This is an optimization exercise on Yosys and OpenROAD, whose aim is small area and a short achievable clock period, not a production implementation. Function not checked in this run: the RTL went through the layout flow alone. Power figures rest on the tool's default switching activity, not on a simulated workload.

==> design/flow/design.v <==
module rpn_cpu_core #(
    parameter int DATA_W      = 8,
    parameter int NREG        = 32,
    parameter int ADDR_W      = 8,
    parameter int STACK_DEPTH = 4
) (
    input  logic                            clk,
    input  logic                            reset,
    input  logic                            step,
    input  logic [3:0]                      evt,
    input  logic [DATA_W-1:0]               din,
    input  logic [11+2*DATA_W+ADDR_W-1:0]   instr,
    output logic [ADDR_W-1:0]               ip,
    output logic [DATA_W-1:0]               dout,
    output logic [DATA_W-1:0]               gpo,
    output logic [DATA_W-1:0]               flags
);
    logic [7:0] regs_q [32];
    logic [255:0] rf_q;
    for (genvar i = 0; i < 32; i++) begin : g_unpack
        assign regs_q[i] = rf_q[8*i +: 8];
    end
    logic [7:0] stack_q [4];
    logic [7:0] ip_q;
    logic [2:0] sp_q;
    logic [3:0] grp;
    logic [2:0] cmd;
    logic [1:0] t1, t2;
    logic [7:0] a1, a2, addr;
    assign {grp, cmd, t1, a1, t2, a2, addr} = instr;
    logic [7:0] r1_dir, r1_ind, r2_dir, r2_ind, num1, num2, acc;
    logic [4:0] loc1, loc2;
    rpn_rdport u_r1d (.d(rf_q), .s(a1[4:0]),     .q(r1_dir));
    rpn_rdport u_r1i (.d(rf_q), .s(r1_dir[4:0]), .q(r1_ind));
    rpn_rdport u_r2d (.d(rf_q), .s(a2[4:0]),     .q(r2_dir));
    rpn_rdport u_r2i (.d(rf_q), .s(r2_dir[4:0]), .q(r2_ind));
    assign acc  = t1[0] ? (t1[1] ? regs_q[0] : r1_dir) : (t1[1] ? r1_ind : regs_q[0]);
    assign num1 = (t1 == 2'd1) ? r1_dir : (t1 == 2'd2) ? r1_ind : a1;
    assign num2 = (t2 == 2'd1) ? r2_dir : (t2 == 2'd2) ? r2_ind : a2;
    assign loc1 = (t1 == 2'd1) ? a1[4:0] : (t1 == 2'd2) ? r1_dir[4:0] : 5'd0;
    assign loc2 = (t2 == 2'd1) ? a2[4:0] : (t2 == 2'd2) ? r2_dir[4:0] : 5'd0;
    logic [8:0]  usum;
    logic        sad_ovf, umul_ovf, smul_ok, ovf, mc8;
    logic [15:0] mx, my;
    logic [7:0]  mz, prod, mhx, mhy, zeq;
    assign usum    = {1'b0, acc} + {1'b0, num2};
    assign sad_ovf = (acc[7] == num2[7]) & (usum[7] != acc[7]);
    rpn_mul8 u_mul (.a(acc), .b(num2), .s(cmd[0]), .x(mx), .y(my));
    assign {mc8, mz} = {1'b0, mx[7:0]} + {1'b0, my[7:0]};
    assign prod      = mz ^ {cmd[0], 7'd0};
    assign mhx       = mx[15:8];
    assign mhy       = my[15:8];
    assign umul_ovf  = (|mhx) | (|mhy) | mc8;
    assign zeq[0]    = (mhx[0] ^ mhy[0]) == mc8;
    for (genvar i = 1; i < 8; i++) begin : g_zeq
        assign zeq[i] = (mhx[i] ^ mhy[i]) == (mhx[i-1] | mhy[i-1]);
    end
    assign smul_ok   = &zeq;
    assign ovf       = cmd[0] ? sad_ovf : usum[8];
    logic [7:0] alu, shf, wd;
    always_comb begin
        case (cmd)
            3'd0, 3'd1: alu = usum[7:0];
            3'd4:       alu = acc & num2;
            3'd5:       alu = acc | num2;
            default:    alu = acc ^ num2;
        endcase
        case (cmd)
            3'd1:    shf = {num1[6:0], 1'b0};
            3'd2:    shf = {1'b0, num1[7:1]};
            default: shf = num1;
        endcase
    end
    logic [8:0] diff;
    logic       eq, ult, slt, take;
    assign diff = {1'b0, num1} - {1'b0, num2};
    assign eq   = (num1 == num2);
    assign ult  = diff[8];
    assign slt  = ult ^ num1[7] ^ num2[7];
    always_comb begin
        case (cmd)
            3'd0:    take = 1'b1;
            3'd1:    take = eq;
            3'd2:    take = ult;
            3'd3:    take = slt;
            3'd4:    take = ult | eq;
            3'd5:    take = slt | eq;
            default: take = 1'b0;
        endcase
    end
    logic g1, g2, g3, g4, g5;
    assign g1 = step & (grp == 4'd1);
    assign g2 = step & (grp == 4'd2);
    assign g3 = step & (grp == 4'd3);
    assign g4 = step & (grp == 4'd4);
    assign g5 = step & (grp == 4'd5);
    logic       we;
    logic [4:0] wa;
    logic [7:0] wdr;
    assign we  = g1 | (g3 & (cmd != 3'd7));
    assign wa  = grp[1] ? loc1 : loc2;
    logic       mulsel;
    logic [7:0] wdo;
    assign mulsel = grp[1] & (cmd[2:1] == 2'b01);
    assign wd     = mulsel ? prod : grp[1] ? alu : shf;
    assign wdo    = reset ? 8'd0 : grp[1] ? alu : shf;
    assign wdr    = (mulsel & ~reset) ? prod : wdo;
    logic [31:0] wen;
    assign wen = {32{reset}} | ({31'd0, we} << wa);
    logic       push_ok, pop_ok, stkerr;
    logic [7:0] fl_d;
    logic [7:0] cmd_mask;
    assign push_ok  = (sp_q != 3'd4);
    assign pop_ok   = (sp_q != 3'd0);
    assign stkerr   = g5 & ((cmd == 3'd0 & ~push_ok) | (cmd == 3'd1 & ~pop_ok));
    assign cmd_mask = 8'd1 << cmd;
    always_comb begin
        fl_d = (we & (wa == 5'd31)) ? wd : regs_q[31];
        if (g4) fl_d = regs_q[31] & ~cmd_mask;
        if (g3 & ~cmd[2] & ~cmd[1]) fl_d[4] = ovf;
        if (g1 & (cmd == 3'd1)) fl_d[5] = num1[7];
        if (g1 & (cmd == 3'd2)) fl_d[5] = num1[0];
        if (stkerr) fl_d[6] = 1'b1;
        fl_d[3:0] = fl_d[3:0] | evt;
        if (reset) fl_d = 8'd0;
        if (g3 & ~cmd[2] & cmd[1] & ~reset) fl_d[4] = cmd[0] ? ~smul_ok : umul_ovf;
    end
    for (genvar i = 0; i < 31; i++) begin : g_reg
        if (i == 28) begin : g_din
            always_ff @(posedge clk) begin
                if (reset | evt[3]) rf_q[8*i +: 8] <= reset ? 8'd0 : din;
                else if (wen[i]) rf_q[8*i +: 8] <= wdr;
            end
        end else begin : g_gen
            always_ff @(posedge clk) if (wen[i]) rf_q[8*i +: 8] <= wdr;
        end
    end
    always_ff @(posedge clk) rf_q[255:248] <= fl_d;
    logic [7:0] ip_inc, ip_d;
    logic       jump;
    assign ip_inc = ip_q + 8'd1;
    always_comb begin
        ip_d = ip_inc;
        if (g2 & take) ip_d = addr;
        if (g4 & regs_q[31][cmd]) ip_d = addr;
        if (g5 & (cmd == 3'd0) & push_ok) ip_d = addr;
        if (g5 & (cmd == 3'd1) & pop_ok) ip_d = stack_q[2'(sp_q - 3'd1)];
    end
    always_ff @(posedge clk) begin
        if (reset) begin
            ip_q <= 8'd0;
            sp_q <= 3'd0;
        end else if (step) begin
            ip_q <= ip_d;
            if (g5 & (cmd == 3'd0) & push_ok) sp_q <= sp_q + 3'd1;
            if (g5 & (cmd == 3'd1) & pop_ok) sp_q <= sp_q - 3'd1;
        end
    end
    always_ff @(posedge clk) begin
        if (g5 & (cmd == 3'd0) & push_ok & ~reset) stack_q[sp_q[1:0]] <= ip_inc;
    end
    assign ip    = ip_q;
    assign dout  = rf_q[247:240];
    assign gpo   = rf_q[239:232];
    assign flags = rf_q[255:248];
endmodule
module rpn_rdport (
    input  logic [255:0] d,
    input  logic [4:0]   s,
    output logic [7:0]   q
);
    assign q = d[8*s +: 8];
endmodule
module rpn_mul8 (
    input  logic [7:0]  a,
    input  logic [7:0]  b,
    input  logic        s,
    output logic [15:0] x,
    output logic [15:0] y
);
    wire p0_0 = a[0] & b[0];
    wire p0_1 = a[0] & b[1];
    wire p0_2 = a[0] & b[2];
    wire p0_3 = a[0] & b[3];
    wire p0_4 = a[0] & b[4];
    wire p0_5 = a[0] & b[5];
    wire p0_6 = a[0] & b[6];
    wire p0_7 = (a[0] & b[7]) ^ s;
    wire p1_0 = a[1] & b[0];
    wire p1_1 = a[1] & b[1];
    wire p1_2 = a[1] & b[2];
    wire p1_3 = a[1] & b[3];
    wire p1_4 = a[1] & b[4];
    wire p1_5 = a[1] & b[5];
    wire p1_6 = a[1] & b[6];
    wire p1_7 = (a[1] & b[7]) ^ s;
    wire p2_0 = a[2] & b[0];
    wire p2_1 = a[2] & b[1];
    wire p2_2 = a[2] & b[2];
    wire p2_3 = a[2] & b[3];
    wire p2_4 = a[2] & b[4];
    wire p2_5 = a[2] & b[5];
    wire p2_6 = a[2] & b[6];
    wire p2_7 = (a[2] & b[7]) ^ s;
    wire p3_0 = a[3] & b[0];
    wire p3_1 = a[3] & b[1];
    wire p3_2 = a[3] & b[2];
    wire p3_3 = a[3] & b[3];
    wire p3_4 = a[3] & b[4];
    wire p3_5 = a[3] & b[5];
    wire p3_6 = a[3] & b[6];
    wire p3_7 = (a[3] & b[7]) ^ s;
    wire p4_0 = a[4] & b[0];
    wire p4_1 = a[4] & b[1];
    wire p4_2 = a[4] & b[2];
    wire p4_3 = a[4] & b[3];
    wire p4_4 = a[4] & b[4];
    wire p4_5 = a[4] & b[5];
    wire p4_6 = a[4] & b[6];
    wire p4_7 = (a[4] & b[7]) ^ s;
    wire p5_0 = a[5] & b[0];
    wire p5_1 = a[5] & b[1];
    wire p5_2 = a[5] & b[2];
    wire p5_3 = a[5] & b[3];
    wire p5_4 = a[5] & b[4];
    wire p5_5 = a[5] & b[5];
    wire p5_6 = a[5] & b[6];
    wire p5_7 = (a[5] & b[7]) ^ s;
    wire p6_0 = a[6] & b[0];
    wire p6_1 = a[6] & b[1];
    wire p6_2 = a[6] & b[2];
    wire p6_3 = a[6] & b[3];
    wire p6_4 = a[6] & b[4];
    wire p6_5 = a[6] & b[5];
    wire p6_6 = a[6] & b[6];
    wire p6_7 = (a[6] & b[7]) ^ s;
    wire p7_0 = (a[7] & b[0]) ^ s;
    wire p7_1 = (a[7] & b[1]) ^ s;
    wire p7_2 = (a[7] & b[2]) ^ s;
    wire p7_3 = (a[7] & b[3]) ^ s;
    wire p7_4 = (a[7] & b[4]) ^ s;
    wire p7_5 = (a[7] & b[5]) ^ s;
    wire p7_6 = (a[7] & b[6]) ^ s;
    wire p7_7 = a[7] & b[7];
    wire hs0 = p0_6 ^ p1_5;
    wire hc0 = p0_6 & p1_5;
    wire fs0 = p0_7 ^ p1_6 ^ p2_5;
    wire fc0 = (p0_7 & p1_6) | (p0_7 & p2_5) | (p1_6 & p2_5);
    wire fs1 = p3_4 ^ p4_3 ^ p5_2;
    wire fc1 = (p3_4 & p4_3) | (p3_4 & p5_2) | (p4_3 & p5_2);
    wire fs2 = p1_7 ^ p2_6 ^ p3_5;
    wire fc2 = (p1_7 & p2_6) | (p1_7 & p3_5) | (p2_6 & p3_5);
    wire fs3 = p4_4 ^ p5_3 ^ p6_2;
    wire fc3 = (p4_4 & p5_3) | (p4_4 & p6_2) | (p5_3 & p6_2);
    wire fs4 = p2_7 ^ p3_6 ^ p4_5;
    wire fc4 = (p2_7 & p3_6) | (p2_7 & p4_5) | (p3_6 & p4_5);
    wire hs1 = p0_4 ^ p1_3;
    wire hc1 = p0_4 & p1_3;
    wire fs5 = p0_5 ^ p1_4 ^ p2_3;
    wire fc5 = (p0_5 & p1_4) | (p0_5 & p2_3) | (p1_4 & p2_3);
    wire hs2 = p3_2 ^ p4_1;
    wire hc2 = p3_2 & p4_1;
    wire fs6 = p2_4 ^ p3_3 ^ p4_2;
    wire fc6 = (p2_4 & p3_3) | (p2_4 & p4_2) | (p3_3 & p4_2);
    wire fs7 = p5_1 ^ p6_0 ^ hs0;
    wire fc7 = (p5_1 & p6_0) | (p5_1 & hs0) | (p6_0 & hs0);
    wire fs8 = p6_1 ^ p7_0 ^ s;
    wire fc8 = (p6_1 & p7_0) | (p6_1 & s) | (p7_0 & s);
    wire fs9 = fs0 ^ fs1 ^ hc0;
    wire fc9 = (fs0 & fs1) | (fs0 & hc0) | (fs1 & hc0);
    wire fs10 = p7_1 ^ s ^ fs2;
    wire fc10 = (p7_1 & s) | (p7_1 & fs2) | (s & fs2);
    wire fs11 = fs3 ^ fc0 ^ fc1;
    wire fc11 = (fs3 & fc0) | (fs3 & fc1) | (fc0 & fc1);
    wire fs12 = p5_4 ^ p6_3 ^ p7_2;
    wire fc12 = (p5_4 & p6_3) | (p5_4 & p7_2) | (p6_3 & p7_2);
    wire fs13 = fs4 ^ fc2 ^ fc3;
    wire fc13 = (fs4 & fc2) | (fs4 & fc3) | (fc2 & fc3);
    wire fs14 = p3_7 ^ p4_6 ^ p5_5;
    wire fc14 = (p3_7 & p4_6) | (p3_7 & p5_5) | (p4_6 & p5_5);
    wire fs15 = p6_4 ^ p7_3 ^ fc4;
    wire fc15 = (p6_4 & p7_3) | (p6_4 & fc4) | (p7_3 & fc4);
    wire fs16 = p4_7 ^ p5_6 ^ p6_5;
    wire fc16 = (p4_7 & p5_6) | (p4_7 & p6_5) | (p5_6 & p6_5);
    wire hs3 = p0_3 ^ p1_2;
    wire hc3 = p0_3 & p1_2;
    wire fs17 = p2_2 ^ p3_1 ^ p4_0;
    wire fc17 = (p2_2 & p3_1) | (p2_2 & p4_0) | (p3_1 & p4_0);
    wire fs18 = p5_0 ^ fs5 ^ hs2;
    wire fc18 = (p5_0 & fs5) | (p5_0 & hs2) | (fs5 & hs2);
    wire fs19 = fs6 ^ fs7 ^ fc5;
    wire fc19 = (fs6 & fs7) | (fs6 & fc5) | (fs7 & fc5);
    wire fs20 = fs8 ^ fs9 ^ fc6;
    wire fc20 = (fs8 & fs9) | (fs8 & fc6) | (fs9 & fc6);
    wire fs21 = fs10 ^ fs11 ^ fc8;
    wire fc21 = (fs10 & fs11) | (fs10 & fc8) | (fs11 & fc8);
    wire fs22 = fs12 ^ fs13 ^ fc10;
    wire fc22 = (fs12 & fs13) | (fs12 & fc10) | (fs13 & fc10);
    wire fs23 = fs14 ^ fs15 ^ fc12;
    wire fc23 = (fs14 & fs15) | (fs14 & fc12) | (fs15 & fc12);
    wire fs24 = p7_4 ^ fs16 ^ fc14;
    wire fc24 = (p7_4 & fs16) | (p7_4 & fc14) | (fs16 & fc14);
    wire fs25 = p5_7 ^ p6_6 ^ p7_5;
    wire fc25 = (p5_7 & p6_6) | (p5_7 & p7_5) | (p6_6 & p7_5);
    wire hs4 = p0_2 ^ p1_1;
    wire hc4 = p0_2 & p1_1;
    wire fs26 = p2_1 ^ p3_0 ^ hs3;
    wire fc26 = (p2_1 & p3_0) | (p2_1 & hs3) | (p3_0 & hs3);
    wire fs27 = hs1 ^ fs17 ^ hc3;
    wire fc27 = (hs1 & fs17) | (hs1 & hc3) | (fs17 & hc3);
    wire fs28 = hc1 ^ fs18 ^ fc17;
    wire fc28 = (hc1 & fs18) | (hc1 & fc17) | (fs18 & fc17);
    wire fs29 = hc2 ^ fs19 ^ fc18;
    wire fc29 = (hc2 & fs19) | (hc2 & fc18) | (fs19 & fc18);
    wire fs30 = fc7 ^ fs20 ^ fc19;
    wire fc30 = (fc7 & fs20) | (fc7 & fc19) | (fs20 & fc19);
    wire fs31 = fc9 ^ fs21 ^ fc20;
    wire fc31 = (fc9 & fs21) | (fc9 & fc20) | (fs21 & fc20);
    wire fs32 = fc11 ^ fs22 ^ fc21;
    wire fc32 = (fc11 & fs22) | (fc11 & fc21) | (fs22 & fc21);
    wire fs33 = fc13 ^ fs23 ^ fc22;
    wire fc33 = (fc13 & fs23) | (fc13 & fc22) | (fs23 & fc22);
    wire fs34 = fc15 ^ fs24 ^ fc23;
    wire fc34 = (fc15 & fs24) | (fc15 & fc23) | (fs24 & fc23);
    wire fs35 = fc16 ^ fs25 ^ fc24;
    wire fc35 = (fc16 & fs25) | (fc16 & fc24) | (fs25 & fc24);
    wire fs36 = p6_7 ^ p7_6 ^ fc25;
    wire fc36 = (p6_7 & p7_6) | (p6_7 & fc25) | (p7_6 & fc25);
    assign x = {s, p7_7, fs36, fs35, fs34, fs33, fs32, fs31, fs30, fs29, fs28, fs27, fs26, p2_0, p0_1, p0_0};
    assign y = {1'b0, fc36, fc35, fc34, fc33, fc32, fc31, fc30, fc29, fc28, fc27, fc26, hc4, hs4, p1_0, 1'b0};
endmodule
==> design/flow/flow/run.sh <==
#!/bin/bash
# Standard ORFS layout, except that each register-file read port (module rpn_rdport) is
# synthesised from a hand-mapped cell netlist (flow/rdport_map.v, a one-hot AND-OR of a222oi
# cells) instead of Yosys/ABC's mapping. All registers and the rest of the design go through
# the standard synthesis unchanged.
set -euo pipefail
python3 flow/subst.py design.v flow/rdport_map.v design_mapped.v > subst.log 2>&1
bash standard.sh VERILOG_FILES="$PWD/design_mapped.v" finish > standard.log 2>&1
==> design/flow/flow/rdport_map.v <==
module rpn_rdport (
    input  logic [255:0] d,
    input  logic [4:0]   s,
    output logic [7:0]   q
);
    wire sn0, sn1, sn2, sn3, sn4;
    sky130_fd_sc_hd__inv_1 u1 (.A(s[0]), .Y(sn0));
    sky130_fd_sc_hd__inv_1 u2 (.A(s[1]), .Y(sn1));
    sky130_fd_sc_hd__inv_1 u3 (.A(s[2]), .Y(sn2));
    sky130_fd_sc_hd__inv_1 u4 (.A(s[3]), .Y(sn3));
    sky130_fd_sc_hd__inv_1 u5 (.A(s[4]), .Y(sn4));
    wire nl0, nl1, nl2, nl3, nh0, nh1, nh2, nh3, nh4, nh5, nh6, nh7;
    sky130_fd_sc_hd__nand2_1 u6 (.A(sn0), .B(sn1), .Y(nl0));
    sky130_fd_sc_hd__nand2_1 u7 (.A(s[0]), .B(sn1), .Y(nl1));
    sky130_fd_sc_hd__nand2_1 u8 (.A(sn0), .B(s[1]), .Y(nl2));
    sky130_fd_sc_hd__nand2_1 u9 (.A(s[0]), .B(s[1]), .Y(nl3));
    sky130_fd_sc_hd__nand3_1 u10 (.A(sn2), .B(sn3), .C(sn4), .Y(nh0));
    sky130_fd_sc_hd__nand3_1 u11 (.A(s[2]), .B(sn3), .C(sn4), .Y(nh1));
    sky130_fd_sc_hd__nand3_1 u12 (.A(sn2), .B(s[3]), .C(sn4), .Y(nh2));
    sky130_fd_sc_hd__nand3_1 u13 (.A(s[2]), .B(s[3]), .C(sn4), .Y(nh3));
    sky130_fd_sc_hd__nand3_1 u14 (.A(sn2), .B(sn3), .C(s[4]), .Y(nh4));
    sky130_fd_sc_hd__nand3_1 u15 (.A(s[2]), .B(sn3), .C(s[4]), .Y(nh5));
    sky130_fd_sc_hd__nand3_1 u16 (.A(sn2), .B(s[3]), .C(s[4]), .Y(nh6));
    sky130_fd_sc_hd__nand3_1 u17 (.A(s[2]), .B(s[3]), .C(s[4]), .Y(nh7));
    wire e0, e1, e2, e3, e4, e5, e6, e7, e8, e9, e10, e11, e12, e13, e14, e15, e16, e17, e18, e19, e20, e21, e22, e23, e24, e25, e26, e27, e28, e29, e30, e31;
    sky130_fd_sc_hd__nor2_1 u18 (.A(nl0), .B(nh0), .Y(e0));
    sky130_fd_sc_hd__nor2_1 u19 (.A(nl1), .B(nh0), .Y(e1));
    sky130_fd_sc_hd__nor2_1 u20 (.A(nl2), .B(nh0), .Y(e2));
    sky130_fd_sc_hd__nor2_1 u21 (.A(nl3), .B(nh0), .Y(e3));
    sky130_fd_sc_hd__nor2_1 u22 (.A(nl0), .B(nh1), .Y(e4));
    sky130_fd_sc_hd__nor2_1 u23 (.A(nl1), .B(nh1), .Y(e5));
    sky130_fd_sc_hd__nor2_1 u24 (.A(nl2), .B(nh1), .Y(e6));
    sky130_fd_sc_hd__nor2_1 u25 (.A(nl3), .B(nh1), .Y(e7));
    sky130_fd_sc_hd__nor2_1 u26 (.A(nl0), .B(nh2), .Y(e8));
    sky130_fd_sc_hd__nor2_1 u27 (.A(nl1), .B(nh2), .Y(e9));
    sky130_fd_sc_hd__nor2_1 u28 (.A(nl2), .B(nh2), .Y(e10));
    sky130_fd_sc_hd__nor2_1 u29 (.A(nl3), .B(nh2), .Y(e11));
    sky130_fd_sc_hd__nor2_1 u30 (.A(nl0), .B(nh3), .Y(e12));
    sky130_fd_sc_hd__nor2_1 u31 (.A(nl1), .B(nh3), .Y(e13));
    sky130_fd_sc_hd__nor2_1 u32 (.A(nl2), .B(nh3), .Y(e14));
    sky130_fd_sc_hd__nor2_1 u33 (.A(nl3), .B(nh3), .Y(e15));
    sky130_fd_sc_hd__nor2_1 u34 (.A(nl0), .B(nh4), .Y(e16));
    sky130_fd_sc_hd__nor2_1 u35 (.A(nl1), .B(nh4), .Y(e17));
    sky130_fd_sc_hd__nor2_1 u36 (.A(nl2), .B(nh4), .Y(e18));
    sky130_fd_sc_hd__nor2_1 u37 (.A(nl3), .B(nh4), .Y(e19));
    sky130_fd_sc_hd__nor2_1 u38 (.A(nl0), .B(nh5), .Y(e20));
    sky130_fd_sc_hd__nor2_1 u39 (.A(nl1), .B(nh5), .Y(e21));
    sky130_fd_sc_hd__nor2_1 u40 (.A(nl2), .B(nh5), .Y(e22));
    sky130_fd_sc_hd__nor2_1 u41 (.A(nl3), .B(nh5), .Y(e23));
    sky130_fd_sc_hd__nor2_1 u42 (.A(nl0), .B(nh6), .Y(e24));
    sky130_fd_sc_hd__nor2_1 u43 (.A(nl1), .B(nh6), .Y(e25));
    sky130_fd_sc_hd__nor2_1 u44 (.A(nl2), .B(nh6), .Y(e26));
    sky130_fd_sc_hd__nor2_1 u45 (.A(nl3), .B(nh6), .Y(e27));
    sky130_fd_sc_hd__nor2_1 u46 (.A(nl0), .B(nh7), .Y(e28));
    sky130_fd_sc_hd__nor2_1 u47 (.A(nl1), .B(nh7), .Y(e29));
    sky130_fd_sc_hd__nor2_1 u48 (.A(nl2), .B(nh7), .Y(e30));
    sky130_fd_sc_hd__nor2_1 u49 (.A(nl3), .B(nh7), .Y(e31));
    wire y0_0;
    sky130_fd_sc_hd__a222oi_1 u50 (.A1(e0), .A2(d[0]), .B1(e1), .B2(d[8]), .C1(e2), .C2(d[16]), .Y(y0_0));
    wire y0_1;
    sky130_fd_sc_hd__a222oi_1 u51 (.A1(e3), .A2(d[24]), .B1(e4), .B2(d[32]), .C1(e5), .C2(d[40]), .Y(y0_1));
    wire y0_2;
    sky130_fd_sc_hd__a222oi_1 u52 (.A1(e6), .A2(d[48]), .B1(e7), .B2(d[56]), .C1(e8), .C2(d[64]), .Y(y0_2));
    wire y0_3;
    sky130_fd_sc_hd__a222oi_1 u53 (.A1(e9), .A2(d[72]), .B1(e10), .B2(d[80]), .C1(e11), .C2(d[88]), .Y(y0_3));
    wire y0_4;
    sky130_fd_sc_hd__a222oi_1 u54 (.A1(e12), .A2(d[96]), .B1(e13), .B2(d[104]), .C1(e14), .C2(d[112]), .Y(y0_4));
    wire y0_5;
    sky130_fd_sc_hd__a222oi_1 u55 (.A1(e15), .A2(d[120]), .B1(e16), .B2(d[128]), .C1(e17), .C2(d[136]), .Y(y0_5));
    wire y0_6;
    sky130_fd_sc_hd__a222oi_1 u56 (.A1(e18), .A2(d[144]), .B1(e19), .B2(d[152]), .C1(e20), .C2(d[160]), .Y(y0_6));
    wire y0_7;
    sky130_fd_sc_hd__a222oi_1 u57 (.A1(e21), .A2(d[168]), .B1(e22), .B2(d[176]), .C1(e23), .C2(d[184]), .Y(y0_7));
    wire y0_8;
    sky130_fd_sc_hd__a222oi_1 u58 (.A1(e24), .A2(d[192]), .B1(e25), .B2(d[200]), .C1(e26), .C2(d[208]), .Y(y0_8));
    wire y0_9;
    sky130_fd_sc_hd__a222oi_1 u59 (.A1(e27), .A2(d[216]), .B1(e28), .B2(d[224]), .C1(e29), .C2(d[232]), .Y(y0_9));
    wire y0_10;
    sky130_fd_sc_hd__a22oi_1 u60 (.A1(e30), .A2(d[240]), .B1(e31), .B2(d[248]), .Y(y0_10));
    wire z0_0, z0_1, z0_2;
    sky130_fd_sc_hd__nand4_1 u61 (.A(y0_0), .B(y0_1), .C(y0_2), .D(y0_3), .Y(z0_0));
    sky130_fd_sc_hd__nand4_1 u62 (.A(y0_4), .B(y0_5), .C(y0_6), .D(y0_7), .Y(z0_1));
    sky130_fd_sc_hd__nand3_1 u63 (.A(y0_8), .B(y0_9), .C(y0_10), .Y(z0_2));
    sky130_fd_sc_hd__or3_1 u64 (.A(z0_0), .B(z0_1), .C(z0_2), .X(q[0]));
    wire y1_0;
    sky130_fd_sc_hd__a222oi_1 u65 (.A1(e0), .A2(d[1]), .B1(e1), .B2(d[9]), .C1(e2), .C2(d[17]), .Y(y1_0));
    wire y1_1;
    sky130_fd_sc_hd__a222oi_1 u66 (.A1(e3), .A2(d[25]), .B1(e4), .B2(d[33]), .C1(e5), .C2(d[41]), .Y(y1_1));
    wire y1_2;
    sky130_fd_sc_hd__a222oi_1 u67 (.A1(e6), .A2(d[49]), .B1(e7), .B2(d[57]), .C1(e8), .C2(d[65]), .Y(y1_2));
    wire y1_3;
    sky130_fd_sc_hd__a222oi_1 u68 (.A1(e9), .A2(d[73]), .B1(e10), .B2(d[81]), .C1(e11), .C2(d[89]), .Y(y1_3));
    wire y1_4;
    sky130_fd_sc_hd__a222oi_1 u69 (.A1(e12), .A2(d[97]), .B1(e13), .B2(d[105]), .C1(e14), .C2(d[113]), .Y(y1_4));
    wire y1_5;
    sky130_fd_sc_hd__a222oi_1 u70 (.A1(e15), .A2(d[121]), .B1(e16), .B2(d[129]), .C1(e17), .C2(d[137]), .Y(y1_5));
    wire y1_6;
    sky130_fd_sc_hd__a222oi_1 u71 (.A1(e18), .A2(d[145]), .B1(e19), .B2(d[153]), .C1(e20), .C2(d[161]), .Y(y1_6));
    wire y1_7;
    sky130_fd_sc_hd__a222oi_1 u72 (.A1(e21), .A2(d[169]), .B1(e22), .B2(d[177]), .C1(e23), .C2(d[185]), .Y(y1_7));
    wire y1_8;
    sky130_fd_sc_hd__a222oi_1 u73 (.A1(e24), .A2(d[193]), .B1(e25), .B2(d[201]), .C1(e26), .C2(d[209]), .Y(y1_8));
    wire y1_9;
    sky130_fd_sc_hd__a222oi_1 u74 (.A1(e27), .A2(d[217]), .B1(e28), .B2(d[225]), .C1(e29), .C2(d[233]), .Y(y1_9));
    wire y1_10;
    sky130_fd_sc_hd__a22oi_1 u75 (.A1(e30), .A2(d[241]), .B1(e31), .B2(d[249]), .Y(y1_10));
    wire z1_0, z1_1, z1_2;
    sky130_fd_sc_hd__nand4_1 u76 (.A(y1_0), .B(y1_1), .C(y1_2), .D(y1_3), .Y(z1_0));
    sky130_fd_sc_hd__nand4_1 u77 (.A(y1_4), .B(y1_5), .C(y1_6), .D(y1_7), .Y(z1_1));
    sky130_fd_sc_hd__nand3_1 u78 (.A(y1_8), .B(y1_9), .C(y1_10), .Y(z1_2));
    sky130_fd_sc_hd__or3_1 u79 (.A(z1_0), .B(z1_1), .C(z1_2), .X(q[1]));
    wire y2_0;
    sky130_fd_sc_hd__a222oi_1 u80 (.A1(e0), .A2(d[2]), .B1(e1), .B2(d[10]), .C1(e2), .C2(d[18]), .Y(y2_0));
    wire y2_1;
    sky130_fd_sc_hd__a222oi_1 u81 (.A1(e3), .A2(d[26]), .B1(e4), .B2(d[34]), .C1(e5), .C2(d[42]), .Y(y2_1));
    wire y2_2;
    sky130_fd_sc_hd__a222oi_1 u82 (.A1(e6), .A2(d[50]), .B1(e7), .B2(d[58]), .C1(e8), .C2(d[66]), .Y(y2_2));
    wire y2_3;
    sky130_fd_sc_hd__a222oi_1 u83 (.A1(e9), .A2(d[74]), .B1(e10), .B2(d[82]), .C1(e11), .C2(d[90]), .Y(y2_3));
    wire y2_4;
    sky130_fd_sc_hd__a222oi_1 u84 (.A1(e12), .A2(d[98]), .B1(e13), .B2(d[106]), .C1(e14), .C2(d[114]), .Y(y2_4));
    wire y2_5;
    sky130_fd_sc_hd__a222oi_1 u85 (.A1(e15), .A2(d[122]), .B1(e16), .B2(d[130]), .C1(e17), .C2(d[138]), .Y(y2_5));
    wire y2_6;
    sky130_fd_sc_hd__a222oi_1 u86 (.A1(e18), .A2(d[146]), .B1(e19), .B2(d[154]), .C1(e20), .C2(d[162]), .Y(y2_6));
    wire y2_7;
    sky130_fd_sc_hd__a222oi_1 u87 (.A1(e21), .A2(d[170]), .B1(e22), .B2(d[178]), .C1(e23), .C2(d[186]), .Y(y2_7));
    wire y2_8;
    sky130_fd_sc_hd__a222oi_1 u88 (.A1(e24), .A2(d[194]), .B1(e25), .B2(d[202]), .C1(e26), .C2(d[210]), .Y(y2_8));
    wire y2_9;
    sky130_fd_sc_hd__a222oi_1 u89 (.A1(e27), .A2(d[218]), .B1(e28), .B2(d[226]), .C1(e29), .C2(d[234]), .Y(y2_9));
    wire y2_10;
    sky130_fd_sc_hd__a22oi_1 u90 (.A1(e30), .A2(d[242]), .B1(e31), .B2(d[250]), .Y(y2_10));
    wire z2_0, z2_1, z2_2;
    sky130_fd_sc_hd__nand4_1 u91 (.A(y2_0), .B(y2_1), .C(y2_2), .D(y2_3), .Y(z2_0));
    sky130_fd_sc_hd__nand4_1 u92 (.A(y2_4), .B(y2_5), .C(y2_6), .D(y2_7), .Y(z2_1));
    sky130_fd_sc_hd__nand3_1 u93 (.A(y2_8), .B(y2_9), .C(y2_10), .Y(z2_2));
    sky130_fd_sc_hd__or3_1 u94 (.A(z2_0), .B(z2_1), .C(z2_2), .X(q[2]));
    wire y3_0;
    sky130_fd_sc_hd__a222oi_1 u95 (.A1(e0), .A2(d[3]), .B1(e1), .B2(d[11]), .C1(e2), .C2(d[19]), .Y(y3_0));
    wire y3_1;
    sky130_fd_sc_hd__a222oi_1 u96 (.A1(e3), .A2(d[27]), .B1(e4), .B2(d[35]), .C1(e5), .C2(d[43]), .Y(y3_1));
    wire y3_2;
    sky130_fd_sc_hd__a222oi_1 u97 (.A1(e6), .A2(d[51]), .B1(e7), .B2(d[59]), .C1(e8), .C2(d[67]), .Y(y3_2));
    wire y3_3;
    sky130_fd_sc_hd__a222oi_1 u98 (.A1(e9), .A2(d[75]), .B1(e10), .B2(d[83]), .C1(e11), .C2(d[91]), .Y(y3_3));
    wire y3_4;
    sky130_fd_sc_hd__a222oi_1 u99 (.A1(e12), .A2(d[99]), .B1(e13), .B2(d[107]), .C1(e14), .C2(d[115]), .Y(y3_4));
    wire y3_5;
    sky130_fd_sc_hd__a222oi_1 u100 (.A1(e15), .A2(d[123]), .B1(e16), .B2(d[131]), .C1(e17), .C2(d[139]), .Y(y3_5));
    wire y3_6;
    sky130_fd_sc_hd__a222oi_1 u101 (.A1(e18), .A2(d[147]), .B1(e19), .B2(d[155]), .C1(e20), .C2(d[163]), .Y(y3_6));
    wire y3_7;
    sky130_fd_sc_hd__a222oi_1 u102 (.A1(e21), .A2(d[171]), .B1(e22), .B2(d[179]), .C1(e23), .C2(d[187]), .Y(y3_7));
    wire y3_8;
    sky130_fd_sc_hd__a222oi_1 u103 (.A1(e24), .A2(d[195]), .B1(e25), .B2(d[203]), .C1(e26), .C2(d[211]), .Y(y3_8));
    wire y3_9;
    sky130_fd_sc_hd__a222oi_1 u104 (.A1(e27), .A2(d[219]), .B1(e28), .B2(d[227]), .C1(e29), .C2(d[235]), .Y(y3_9));
    wire y3_10;
    sky130_fd_sc_hd__a22oi_1 u105 (.A1(e30), .A2(d[243]), .B1(e31), .B2(d[251]), .Y(y3_10));
    wire z3_0, z3_1, z3_2;
    sky130_fd_sc_hd__nand4_1 u106 (.A(y3_0), .B(y3_1), .C(y3_2), .D(y3_3), .Y(z3_0));
    sky130_fd_sc_hd__nand4_1 u107 (.A(y3_4), .B(y3_5), .C(y3_6), .D(y3_7), .Y(z3_1));
    sky130_fd_sc_hd__nand3_1 u108 (.A(y3_8), .B(y3_9), .C(y3_10), .Y(z3_2));
    sky130_fd_sc_hd__or3_1 u109 (.A(z3_0), .B(z3_1), .C(z3_2), .X(q[3]));
    wire y4_0;
    sky130_fd_sc_hd__a222oi_1 u110 (.A1(e0), .A2(d[4]), .B1(e1), .B2(d[12]), .C1(e2), .C2(d[20]), .Y(y4_0));
    wire y4_1;
    sky130_fd_sc_hd__a222oi_1 u111 (.A1(e3), .A2(d[28]), .B1(e4), .B2(d[36]), .C1(e5), .C2(d[44]), .Y(y4_1));
    wire y4_2;
    sky130_fd_sc_hd__a222oi_1 u112 (.A1(e6), .A2(d[52]), .B1(e7), .B2(d[60]), .C1(e8), .C2(d[68]), .Y(y4_2));
    wire y4_3;
    sky130_fd_sc_hd__a222oi_1 u113 (.A1(e9), .A2(d[76]), .B1(e10), .B2(d[84]), .C1(e11), .C2(d[92]), .Y(y4_3));
    wire y4_4;
    sky130_fd_sc_hd__a222oi_1 u114 (.A1(e12), .A2(d[100]), .B1(e13), .B2(d[108]), .C1(e14), .C2(d[116]), .Y(y4_4));
    wire y4_5;
    sky130_fd_sc_hd__a222oi_1 u115 (.A1(e15), .A2(d[124]), .B1(e16), .B2(d[132]), .C1(e17), .C2(d[140]), .Y(y4_5));
    wire y4_6;
    sky130_fd_sc_hd__a222oi_1 u116 (.A1(e18), .A2(d[148]), .B1(e19), .B2(d[156]), .C1(e20), .C2(d[164]), .Y(y4_6));
    wire y4_7;
    sky130_fd_sc_hd__a222oi_1 u117 (.A1(e21), .A2(d[172]), .B1(e22), .B2(d[180]), .C1(e23), .C2(d[188]), .Y(y4_7));
    wire y4_8;
    sky130_fd_sc_hd__a222oi_1 u118 (.A1(e24), .A2(d[196]), .B1(e25), .B2(d[204]), .C1(e26), .C2(d[212]), .Y(y4_8));
    wire y4_9;
    sky130_fd_sc_hd__a222oi_1 u119 (.A1(e27), .A2(d[220]), .B1(e28), .B2(d[228]), .C1(e29), .C2(d[236]), .Y(y4_9));
    wire y4_10;
    sky130_fd_sc_hd__a22oi_1 u120 (.A1(e30), .A2(d[244]), .B1(e31), .B2(d[252]), .Y(y4_10));
    wire z4_0, z4_1, z4_2;
    sky130_fd_sc_hd__nand4_1 u121 (.A(y4_0), .B(y4_1), .C(y4_2), .D(y4_3), .Y(z4_0));
    sky130_fd_sc_hd__nand4_1 u122 (.A(y4_4), .B(y4_5), .C(y4_6), .D(y4_7), .Y(z4_1));
    sky130_fd_sc_hd__nand3_1 u123 (.A(y4_8), .B(y4_9), .C(y4_10), .Y(z4_2));
    sky130_fd_sc_hd__or3_1 u124 (.A(z4_0), .B(z4_1), .C(z4_2), .X(q[4]));
    wire y5_0;
    sky130_fd_sc_hd__a222oi_1 u125 (.A1(e0), .A2(d[5]), .B1(e1), .B2(d[13]), .C1(e2), .C2(d[21]), .Y(y5_0));
    wire y5_1;
    sky130_fd_sc_hd__a222oi_1 u126 (.A1(e3), .A2(d[29]), .B1(e4), .B2(d[37]), .C1(e5), .C2(d[45]), .Y(y5_1));
    wire y5_2;
    sky130_fd_sc_hd__a222oi_1 u127 (.A1(e6), .A2(d[53]), .B1(e7), .B2(d[61]), .C1(e8), .C2(d[69]), .Y(y5_2));
    wire y5_3;
    sky130_fd_sc_hd__a222oi_1 u128 (.A1(e9), .A2(d[77]), .B1(e10), .B2(d[85]), .C1(e11), .C2(d[93]), .Y(y5_3));
    wire y5_4;
    sky130_fd_sc_hd__a222oi_1 u129 (.A1(e12), .A2(d[101]), .B1(e13), .B2(d[109]), .C1(e14), .C2(d[117]), .Y(y5_4));
    wire y5_5;
    sky130_fd_sc_hd__a222oi_1 u130 (.A1(e15), .A2(d[125]), .B1(e16), .B2(d[133]), .C1(e17), .C2(d[141]), .Y(y5_5));
    wire y5_6;
    sky130_fd_sc_hd__a222oi_1 u131 (.A1(e18), .A2(d[149]), .B1(e19), .B2(d[157]), .C1(e20), .C2(d[165]), .Y(y5_6));
    wire y5_7;
    sky130_fd_sc_hd__a222oi_1 u132 (.A1(e21), .A2(d[173]), .B1(e22), .B2(d[181]), .C1(e23), .C2(d[189]), .Y(y5_7));
    wire y5_8;
    sky130_fd_sc_hd__a222oi_1 u133 (.A1(e24), .A2(d[197]), .B1(e25), .B2(d[205]), .C1(e26), .C2(d[213]), .Y(y5_8));
    wire y5_9;
    sky130_fd_sc_hd__a222oi_1 u134 (.A1(e27), .A2(d[221]), .B1(e28), .B2(d[229]), .C1(e29), .C2(d[237]), .Y(y5_9));
    wire y5_10;
    sky130_fd_sc_hd__a22oi_1 u135 (.A1(e30), .A2(d[245]), .B1(e31), .B2(d[253]), .Y(y5_10));
    wire z5_0, z5_1, z5_2;
    sky130_fd_sc_hd__nand4_1 u136 (.A(y5_0), .B(y5_1), .C(y5_2), .D(y5_3), .Y(z5_0));
    sky130_fd_sc_hd__nand4_1 u137 (.A(y5_4), .B(y5_5), .C(y5_6), .D(y5_7), .Y(z5_1));
    sky130_fd_sc_hd__nand3_1 u138 (.A(y5_8), .B(y5_9), .C(y5_10), .Y(z5_2));
    sky130_fd_sc_hd__or3_1 u139 (.A(z5_0), .B(z5_1), .C(z5_2), .X(q[5]));
    wire y6_0;
    sky130_fd_sc_hd__a222oi_1 u140 (.A1(e0), .A2(d[6]), .B1(e1), .B2(d[14]), .C1(e2), .C2(d[22]), .Y(y6_0));
    wire y6_1;
    sky130_fd_sc_hd__a222oi_1 u141 (.A1(e3), .A2(d[30]), .B1(e4), .B2(d[38]), .C1(e5), .C2(d[46]), .Y(y6_1));
    wire y6_2;
    sky130_fd_sc_hd__a222oi_1 u142 (.A1(e6), .A2(d[54]), .B1(e7), .B2(d[62]), .C1(e8), .C2(d[70]), .Y(y6_2));
    wire y6_3;
    sky130_fd_sc_hd__a222oi_1 u143 (.A1(e9), .A2(d[78]), .B1(e10), .B2(d[86]), .C1(e11), .C2(d[94]), .Y(y6_3));
    wire y6_4;
    sky130_fd_sc_hd__a222oi_1 u144 (.A1(e12), .A2(d[102]), .B1(e13), .B2(d[110]), .C1(e14), .C2(d[118]), .Y(y6_4));
    wire y6_5;
    sky130_fd_sc_hd__a222oi_1 u145 (.A1(e15), .A2(d[126]), .B1(e16), .B2(d[134]), .C1(e17), .C2(d[142]), .Y(y6_5));
    wire y6_6;
    sky130_fd_sc_hd__a222oi_1 u146 (.A1(e18), .A2(d[150]), .B1(e19), .B2(d[158]), .C1(e20), .C2(d[166]), .Y(y6_6));
    wire y6_7;
    sky130_fd_sc_hd__a222oi_1 u147 (.A1(e21), .A2(d[174]), .B1(e22), .B2(d[182]), .C1(e23), .C2(d[190]), .Y(y6_7));
    wire y6_8;
    sky130_fd_sc_hd__a222oi_1 u148 (.A1(e24), .A2(d[198]), .B1(e25), .B2(d[206]), .C1(e26), .C2(d[214]), .Y(y6_8));
    wire y6_9;
    sky130_fd_sc_hd__a222oi_1 u149 (.A1(e27), .A2(d[222]), .B1(e28), .B2(d[230]), .C1(e29), .C2(d[238]), .Y(y6_9));
    wire y6_10;
    sky130_fd_sc_hd__a22oi_1 u150 (.A1(e30), .A2(d[246]), .B1(e31), .B2(d[254]), .Y(y6_10));
    wire z6_0, z6_1, z6_2;
    sky130_fd_sc_hd__nand4_1 u151 (.A(y6_0), .B(y6_1), .C(y6_2), .D(y6_3), .Y(z6_0));
    sky130_fd_sc_hd__nand4_1 u152 (.A(y6_4), .B(y6_5), .C(y6_6), .D(y6_7), .Y(z6_1));
    sky130_fd_sc_hd__nand3_1 u153 (.A(y6_8), .B(y6_9), .C(y6_10), .Y(z6_2));
    sky130_fd_sc_hd__or3_1 u154 (.A(z6_0), .B(z6_1), .C(z6_2), .X(q[6]));
    wire y7_0;
    sky130_fd_sc_hd__a222oi_1 u155 (.A1(e0), .A2(d[7]), .B1(e1), .B2(d[15]), .C1(e2), .C2(d[23]), .Y(y7_0));
    wire y7_1;
    sky130_fd_sc_hd__a222oi_1 u156 (.A1(e3), .A2(d[31]), .B1(e4), .B2(d[39]), .C1(e5), .C2(d[47]), .Y(y7_1));
    wire y7_2;
    sky130_fd_sc_hd__a222oi_1 u157 (.A1(e6), .A2(d[55]), .B1(e7), .B2(d[63]), .C1(e8), .C2(d[71]), .Y(y7_2));
    wire y7_3;
    sky130_fd_sc_hd__a222oi_1 u158 (.A1(e9), .A2(d[79]), .B1(e10), .B2(d[87]), .C1(e11), .C2(d[95]), .Y(y7_3));
    wire y7_4;
    sky130_fd_sc_hd__a222oi_1 u159 (.A1(e12), .A2(d[103]), .B1(e13), .B2(d[111]), .C1(e14), .C2(d[119]), .Y(y7_4));
    wire y7_5;
    sky130_fd_sc_hd__a222oi_1 u160 (.A1(e15), .A2(d[127]), .B1(e16), .B2(d[135]), .C1(e17), .C2(d[143]), .Y(y7_5));
    wire y7_6;
    sky130_fd_sc_hd__a222oi_1 u161 (.A1(e18), .A2(d[151]), .B1(e19), .B2(d[159]), .C1(e20), .C2(d[167]), .Y(y7_6));
    wire y7_7;
    sky130_fd_sc_hd__a222oi_1 u162 (.A1(e21), .A2(d[175]), .B1(e22), .B2(d[183]), .C1(e23), .C2(d[191]), .Y(y7_7));
    wire y7_8;
    sky130_fd_sc_hd__a222oi_1 u163 (.A1(e24), .A2(d[199]), .B1(e25), .B2(d[207]), .C1(e26), .C2(d[215]), .Y(y7_8));
    wire y7_9;
    sky130_fd_sc_hd__a222oi_1 u164 (.A1(e27), .A2(d[223]), .B1(e28), .B2(d[231]), .C1(e29), .C2(d[239]), .Y(y7_9));
    wire y7_10;
    sky130_fd_sc_hd__a22oi_1 u165 (.A1(e30), .A2(d[247]), .B1(e31), .B2(d[255]), .Y(y7_10));
    wire z7_0, z7_1, z7_2;
    sky130_fd_sc_hd__nand4_1 u166 (.A(y7_0), .B(y7_1), .C(y7_2), .D(y7_3), .Y(z7_0));
    sky130_fd_sc_hd__nand4_1 u167 (.A(y7_4), .B(y7_5), .C(y7_6), .D(y7_7), .Y(z7_1));
    sky130_fd_sc_hd__nand3_1 u168 (.A(y7_8), .B(y7_9), .C(y7_10), .Y(z7_2));
    sky130_fd_sc_hd__or3_1 u169 (.A(z7_0), .B(z7_1), .C(z7_2), .X(q[7]));
endmodule
==> design/flow/flow/subst.py <==
#!/usr/bin/env python3
"""Write the design with module rpn_rdport replaced by its hand-mapped cell netlist.
usage: subst.py design.v rdport_map.v out.v"""
import re
import sys

src = open(sys.argv[1]).read()
mapped = open(sys.argv[2]).read().strip()
out, n = re.subn(r"module\s+rpn_rdport\b.*?\bendmodule\b", lambda _: mapped, src, count=1, flags=re.S)
if n != 1:
    sys.exit("module rpn_rdport not found in " + sys.argv[1])
open(sys.argv[3], "w").write(out)
print(f"replaced rpn_rdport ({len(mapped.splitlines())} lines)")
==> design/flow/standard.sh <==
#!/bin/bash
# synth_recipe.tcl (not shown) runs the flow's synth.tcl, then flattens the netlist and writes it again
# the make line also repeats each setting of config.mk as NAME=value (left out here)
make -C /OpenROAD-flow-scripts/flow DESIGN_CONFIG=/design/flow/config.mk WORK_HOME=/design/flow/orfs CLKGATE_MAP_FILE= SYNTH_SCRIPT=/design/flow/synth_recipe.tcl "${@:-finish}"
==> design/flow/config.mk <==
export PLATFORM = sky130hd
export DESIGN_NAME = rpn_cpu_core
export DESIGN_NICKNAME = rpn_cpu_core
export VERILOG_FILES = /design/flow/design.v
export SDC_FILE = /design/flow/constraint.sdc
export NUM_CORES = 4
export LEC_CHECK = 0
export CAP_MARGIN = 20
export CORE_MARGIN = 2
export CORE_UTILIZATION = 45
export SETUP_SLACK_MARGIN = 2.5
export SLEW_MARGIN = 20
==> design/flow/constraint.sdc <==
create_clock -name core_clock -period 13.0 [get_ports {clk}]
set_input_delay 2.6000 -clock core_clock [delete_from_list [all_inputs] [get_ports {clk}]]
set_output_delay 2.6000 -clock core_clock [all_outputs]
set_load 0.01 [all_outputs]
==> run summary <==
==> state kept, by name, indices dropped and copies added (netlist names) <==
| name | count |
|---|---|
| ip_q | 8 |
| rf_q | 256 |
| sp_q | 3 |
| stack_q | 32 |
==> cell usage in the layout, fill, tap and decap left out, types with 20 or more instances in the layout <==
cell type,netlist,routed
nor2_2,0,81
a222oi_1,320,320
o21ai_0,38,35
fa_1,37,36
clkbuf_16,0,36
buf_4,2,110
mux2i_1,34,33
nor2_1,229,118
nor2_4,0,30
inv_1,93,76
edfxtp_1,281,281
nand4_1,70,70
a22oi_1,38,38
nand2_1,105,89
a21oi_1,40,37
nand3_1,90,68
or3_1,35,20
xnor2_1,29,27
ha_1,49,46
clkdlybuf4s50_1,0,70
nor2b_1,21,20
==> power by group <==
group / total (uW) / internal (uW) / switching, uW / leakage (uW)
clock network: 918 / 514 / 403 / 0.000506
logic: 1870 / 717 / 1160 / 0.00494
registers: 1430 / 1240 / 193 / 0.00301
==> synthesized netlist by cell type, types with 5 or more instances <==
cell / instances
fa_1: 37
nand3_1: 90
a21oi_1: 40
a211oi_1: 10
nor3_1: 14
o31ai_1: 13
a22oi_1: 38
mux2i_1: 34
buf_2: 6
nand4_1: 70
inv_1: 93
or3_1: 35
mux4_2: 10
and3_1: 10
nand2b_1: 15
nand2_1: 105
buf_1: 6
nor3b_1: 5
a222oi_1: 320
o21ai_1: 5
nor2b_1: 21
mux2_2: 11
a311oi_1: 7
xnor2_1: 29
dfxtp_1: 18
o21a_1: 5
clkbuf_1: 28
a21o_1: 8
nor2_1: 229
ha_1: 49
edfxtp_1: 281
xor2_1: 12
o211ai_1: 12
o21ai_0: 38
o22ai_1: 10
==> worst max path at each step <==
stage | start | to | slack (ns)
floorplan | instr[19] | rf_q[103] | 3.15
global placement | instr[18] | rf_q[252] | 0.46
detailed placement | instr[18] | rf_q[252] | 0.51
CTS | instr[18] | rf_q[23] | 2.52
global route | instr[20] | rf_q[252] | 2.48
finish | instr[12] | rf_q[252] | 2.35
==> what timing repair did <==
item | in CTS | in global routing
resized for setup | 185 | 147
buffers inserted | 17 | 50
setup endpoints to repair | 128 | 128
pin swaps | 63 | 73
==> layer usage <==
| layer | global-route usage | share of wire | up-vias |
|---|---|---|---|
| li1 | - | - | 8048 |
| met1 | 0.5596 | 0.38 | 9661 |
| met2 | 0.5720 | 0.40 | 1880 |
| met3 | 0.1446 | 0.16 | 376 |
| met4 | 0.1816 | 0.060 | 6 |
| met5 | 0 | 0.00049 | - |
==> critical path, delay by kind of cell <==
kind | cells | cell delay, ns
AO/OA/AOI/OAI | 6 | 1.84
adder cells (fa/ha/maj) | 5 | 2.12
buffers and inverters | 6 | 1.05
XOR/XNOR | 1 | 0.16
multiplexers | 2 | 0.61
AND/OR/NAND/NOR | 11 | 2.54
==> through the flow <==
| step | instance area [um^2] | worst slack (ns) | std cells | util |
|---|---|---|---|---|
| floorplan | 19460 | 3.153 | 1777 | - |
| global placement | 21250 | 0.4604 | 2452 | 0.4956 |
| detailed placement | 21260 | 0.5114 | 2453 | 0.4958 |
| CTS | 22980 | 2.523 | 2532 | 0.5358 |
| global route | 23890 | 2.482 | 2586 | 0.5572 |
| finish | 23900 | 2.353 | 2588 | 0.5573 |
==> final cells by class <==
class,instances,share of cell area
Antenna cell,3,0.0003141
Multi-Input combinational cell,1339,0.4643
Sequential cell,299,0.3681
Inverter,94,0.01523
Clock buffer,46,0.03926
Clock inverter,16,0.004555
Tap cell,585,0.03063
Timing Repair Buffer,206,0.07759
==> logic make-up (layout without fill, tap and decap cells) <==
| kind of cell | count (synthesis) | count (layout) | share of synthesized area |
|---|---|---|---|
| simple gates | 612 | 612 | 0.1494 |
| fa+ha+maj | 86 | 86 | 0.06956 |
| xor+xnor | 41 | 41 | 0.01845 |
| buf+inv | 139 | 362 | 0.02874 |
| other cells | 0 | 3 | 0 |
| compound gates | 542 | 542 | 0.2426 |
| flops | 299 | 299 | 0.4521 |
| mux | 58 | 58 | 0.03909 |
==> impl_results.md <==
- Max Cap Viol: 0
- Vias in the first global route: 18211
- Vias per inst: approximately 7.7
- Clock latency on the worst-skew pair: 0.57 ns
- Total Wirelength: slightly above 90000 um
- Top-area cell type share of the netlist area: 0.4336
- Maximum vdd drop: 0.1806 mV
- Die W: 212.0 um
- Worst Hold Endpoint: ip_q[0]
- Aggregate global routing overflow: 0
- Number of enable flip-flop cells after synthesis: 281
- Multi-input gate area: 11100 um^2
- Synthesis Warnings: 2
- Setup-violating endpoint count in the final report: 0
- 1st-iter DRT viols: 5158
- Hold Path Depth: 2
- Total GRT Usage: 0.4062
- Synth Instances: approximately 1800
- Maximum clock frequency: 0.09392 GHz
- Async SR Flop Fraction: 0
- TNS Setup: 0 ns
- Post-DRT Antenna Nets: 0
- Crit Path Max Fanout: 8
- Worst Hold Class: reg -> reg
- Pleak: 0.008449 uW
- Cts hold-fix bufs: 0
- TritonCTS Buffers: 35
- Critical Path Max Stage Delay: 0.73 ns
- Top Ports: 82
- Initial antenna violation count: 8
- Avg Inst Size Synth: around 11 um^2
- H-tree levels: 2
- CTS tree: yes
- Pwr Total: 4221 uW
- Top FF cell, synth: edfxtp_1
- Largest net degree at the start of global routing: 47
- Area growth syn-to-layout: 22.80%
- Drt drc: 0
- Reg2reg end: rf_q[252]
- Number of fill cells: 3715
- Power per Cell Area: 176.6 nW/um^2
- Status: complete, no violations
- Port buffer count: just over 80
- Slowest CP cell: a222oi_1
- Die Y: 212.0 um
- Full die area: 44930 um^2
- Worst slew pin tran: 1.098 ns
- Crit start category: primary input
- Clk sinks: roughly 300
- FF-to-FF Start: rf_q[72]
- Fin. Hold Viols: 0
- Root buf cell: clkbuf_16
- Layout cell share with drive strength beyond 1: 0.2095
- Top cells by area, synth: edfxtp_1 43%, a222oi_1 16%, nor2_1 4.4%, fa_1 3.8%, ha_1 3.2%
- Fin crit period: 10.65 ns
- Fin. max-slew vios: 0
- Row cnt: between 70 and 80
- Core Footprint: 42890 um^2
- Starting Density: 0.4538
- Hold path startpoint: ip_q[0]
- First-pass GRT wire length: 130500 um
- Final worst-path cycle share: 0.8190
- Flop-to-flop setup slack: 4.46 ns
- FF-to-FF path depth: 31
- Most frequent CP cell: fa_1
- CP arrival: 10.95 ns
- Drt wl/cell: 36.00 um
- Crit end category: flop
- Final Skew: between 0.02 and 0.03 ns
- Required time of the critical path: 13.30 ns
- RSZ-0062 raised after global routing: no
- Yosys top cell by area: edfxtp_1
- Worst rel slew slack: 0.2632
- Netlist Area Pre-Place: 19460 um^2
- Total vias in the final route: 19971
- Min Hold Slack: 0.5921 ns
- Seq cells post-synth: about 300
- CTS max path bufs: 3
- Kind of critical path: in -> reg
- DRT Pass-1 Iters: 23
- Final GP Congestion: 1.095
- Number of distinct library cells after synthesis: around 70
- Final net count: 2111
- Sequential Area: approximately 9000 um^2
- Seq/Total Area, Yosys: 0.4521
- Final HPWL from detailed placement: slightly below 70000 um
- CTS clk-pin slew, worst paths: around 0.060 ns
- Syn Nets: between 1500 and 2000

==> port drivers added, routing unchanged <==
How much do the figures lean on ideal ports? The routed layout below was timed once more, with nothing changed but the port constraints.
Step 1 (the two cells are an assumption about what drives the block):
set clk [get_ports {clk}]
set_driving_cell -lib_cell sky130_fd_sc_hd__clkbuf_16 $clk
set_driving_cell -lib_cell sky130_fd_sc_hd__buf_2 [delete_from_list [all_inputs] $clk]
Step 2 adds t to the input delays and takes it off the output delays; t is the mean of the earliest and latest rising clock arrival at the registers after step 1. Input paths then give back, and output paths get back, about the clock's delay inside the block.
Slacks: ideal / step 1 / step 2; pairs: ideal / step 1.
shift t [ns]: 0.613
slack for setup (ns): 2.353 / 2.377 / 1.764
cell pins on the clock port's net: 1
After both steps setup and hold are still met in this run. The setup slack of this run moves by +0.024 ns with the drivers and by -0.589 ns with both steps.
